What follows belongs to an exercise in optimizing a design on an open flow for small area, a short achievable clock period and few clock cycles; a production flow would make more cautious choices.
Only simulation tests tie the RTL to the original design; equivalence was not proved.

the baseline:
==> flow/design.v (excerpt) <==
module matrix_multiply_int (
  input  wire logic                clk_i,
  input  wire logic                rst_ni,
  input  wire logic                in_valid_i,
  output logic                     in_ready_o,
  input  wire logic signed [15:0]  in_element_i,
  output logic                     out_valid_o,
  input  wire logic                out_ready_i,
  output logic signed [35:0]       out_product_o,
  output logic [2:0]               out_row_o,
  output logic [2:0]               out_col_o,
  output logic                     out_last_o,
  output logic                     out_not_possible_o,
  input  wire logic                cfg_valid_i,
  output logic                     cfg_ready_o,
  input  wire logic [3:0]          cfg_index_i,
  input  wire logic [3:0]          cfg_data_i
);
make LEC_CHECK=0 ABC_CLOCK_PERIOD_IN_PS=2500 CAP_MARGIN=20 CORE_MARGIN=2 CORE_UTILIZATION=60 CTS_CLUSTER_DIAMETER=100 CTS_CLUSTER_SIZE=24 PLACE_DENSITY=0.72 SETUP_SLACK_MARGIN=4.6 SLEW_MARGIN=20 SYNTH_HIERARCHICAL=1 finish   # period 7.5 ns
run.sh (not shown) runs the stock make flow with config.mk's settings and CLKGATE_MAP_FILE= SYNTH_SCRIPT=/design/flow/synth_recipe.tcl, a recipe that flattens the netlist after the stock synthesis.
Testbench counts of the baseline, summed over its fixed seeds: cycles 8,009.
diff inputs: the baseline => the candidate
Settings: SETUP_SLACK_MARGIN: 4.6 -> 4.7.
### Flow results
There was hardly any difference in global-route wire length before repair between the baseline and the candidate. Reported for the candidate and the baseline, post-detailed-route count of antenna-violating nets turned out identical to the last digit. Of the two values seen for start point of the critical path, arow_q[71] was produced by the baseline and arow_q[80] by the candidate. On the candidate: setup slack after layout is 0.015 ns higher than what the baseline gave. Of the candidate and the baseline, the candidate shows the higher detailed-route via count, with the baseline below it. The candidate against the baseline: wire length reported by the detailed router went up, number of cells in the finished layout apart from fillers went up.

Another version of the RTL of matrix_multiply_int (not shown whole).
For scale: roughly 11000 cells after synthesis, ~0.16 mm2 of cells after synthesis.
clock: 7.5 ns
lec_check: 0
abc_clock_period_in_ps: 2500
cap_margin: 20
core_margin: 2
core_utilization: 60
cts_cluster_diameter: 100
cts_cluster_size: 24
place_density: 0.72
setup_slack_margin: 4.4
slew_margin: 20
synth_hierarchical: 1
Testbench counts at the start, summed over its fixed seeds: cycles 8,009.
==> next run, changes <==
Settings changed: SETUP_SLACK_MARGIN 4.4 to 4.5.
After rerunning: Flip-flop and latch count does not change; maximum frequency fell slightly; final cell count rises slightly; count of clock-buffer cells in the layout climbs by 3; register-to-register slack is worse by 0.05 ns; synthesized cell count is unchanged; global-route usage goes up by 0.64 points.

oak:
Another version of the RTL of matrix_multiply_int (not shown whole).
Size in the first run: about 3300 flip-flops, roughly 76 I/O pins, roughly 160000 sq um of cells after synthesis.
clock: 7.5 ns
lec_check: 0
abc_clock_period_in_ps: 2500
cap_margin: 20
core_margin: 2
core_utilization: 60
cts_cluster_diameter: 100
cts_cluster_size: 24
place_density: 0.72
setup_slack_margin: 4.5
slew_margin: 20
oak completed end to end with timing, DRC and antenna clean.
Testbench counts of oak, summed over its fixed seeds: cycles 8,009.
[inputs] pine vs oak
Settings: swapping 4.5 for 4.4 in SETUP_SLACK_MARGIN.
## What came out
- Both conditions hold for pine: the flow ran to the end and the final layout passed the timing, DRC and antenna checks.
- After detailed routing, oak needs more wire than pine.
- The final critical path time including I/O delays and setup reported for pine is greater than that of oak by 100 ps.
- Diff oak -> pine: setup slack lower; share of synthesized area spent on multiplexers barely changed.
- Final net count down about 1% in pine wrt oak
- Comparing oak against pine, there is no change at all in length of the first detailed-routing pass in iterations.
- pine — sequential share of layout area 0.51 points higher, oak as reference

matrix_multiply_int, a different RTL version from the one above (not shown whole).
Size in the first run: ~12000 cells after synthesis, roughly 3300 flip-flops, about 76 I/O pins, ~160000 um2 of cells after synthesis.
Settings: LEC_CHECK=0, ABC_CLOCK_PERIOD_IN_PS=2500, CAP_MARGIN=20, CORE_MARGIN=2, CORE_UTILIZATION=45, CTS_CLUSTER_DIAMETER=100, CTS_CLUSTER_SIZE=24, PLACE_DENSITY=0.6, SETUP_SLACK_MARGIN=4.4, SLEW_MARGIN=20; clock period 7.5 ns.
Testbench counts at the start, summed over its fixed seeds: cycles 8,117.
Next try:
CORE_UTILIZATION = 60   (was 45)
PLACE_DENSITY = 0.72   (was 0.6)
=>
- The changed run completed without violations
- via count is higher by 0.35%
- worst hold slack barely changes

port drivers added, routing unchanged:
No port has a modelled driver above. Below, the same layouts with a new extraction and two added sets of constraints. Step 1 (the two cells are an assumption about what drives the block):
set clk [get_ports {clk_i}]
set_driving_cell -lib_cell sky130_fd_sc_hd__clkbuf_16 $clk
set_driving_cell -lib_cell sky130_fd_sc_hd__buf_2 [delete_from_list [all_inputs] $clk]
Step 2, shift: input delay + t, output delay - t, t = (earliest + latest rising clock arrival at the registers) / 2. This alone moves slack from input paths to output paths. a / b / c = ideal ports / drivers / drivers and shift; a / b = the first two.
| run | t, ns | setup WS [ns] | worst hold slack (ns) | latest minus earliest clock arrival (ns) | slew at the worst register clock pin (ns) |
|---|---|---|---|---|---|
| the baseline | 0.981 | 4.434 / 4.388 / 3.824 | 0.334 / 0.334 / 0.334 | 0.126 / 0.126 | 0.11 / 0.11 |
| the candidate | 1.002 | 4.449 / 4.393 / 3.879 | 0.330 / 0.330 / 0.330 | 0.099 / 0.099 | 0.11 / 0.11 |
| the first run of note 2 | 0.962 | 4.362 / 4.338 / 3.680 | 0.326 / 0.326 / 0.326 | 0.101 / 0.100 | 0.11 / 0.11 |
| the second run of note 2 | 0.979 | 4.312 / 4.312 / 3.657 | 0.342 / 0.342 / 0.342 | 0.092 / 0.092 | 0.11 / 0.11 |
| oak | 1.016 | 4.361 / 4.275 / 3.628 | 0.333 / 0.333 / 0.333 | 0.053 / 0.053 | 0.11 / 0.11 |
| pine | 0.990 | 4.256 / 4.256 / 3.548 | 0.334 / 0.334 / 0.334 | 0.090 / 0.089 | 0.11 / 0.11 |
| the first run of note 4 | 1.037 | 4.335 / 4.335 / 3.335 | 0.334 / 0.334 / 0.334 | 0.110 / 0.110 | 0.11 / 0.11 |
| the second run of note 4 | 1.000 | 4.340 / 4.340 / 3.575 | 0.332 / 0.332 / 0.332 | 0.067 / 0.067 | 0.10 / 0.10 |
After both steps every run listed still meets setup and hold. For the first run of note 4, which loses most, drivers alone change the setup slack by 0.000 ns; drivers and shift together by -1.000 ns.
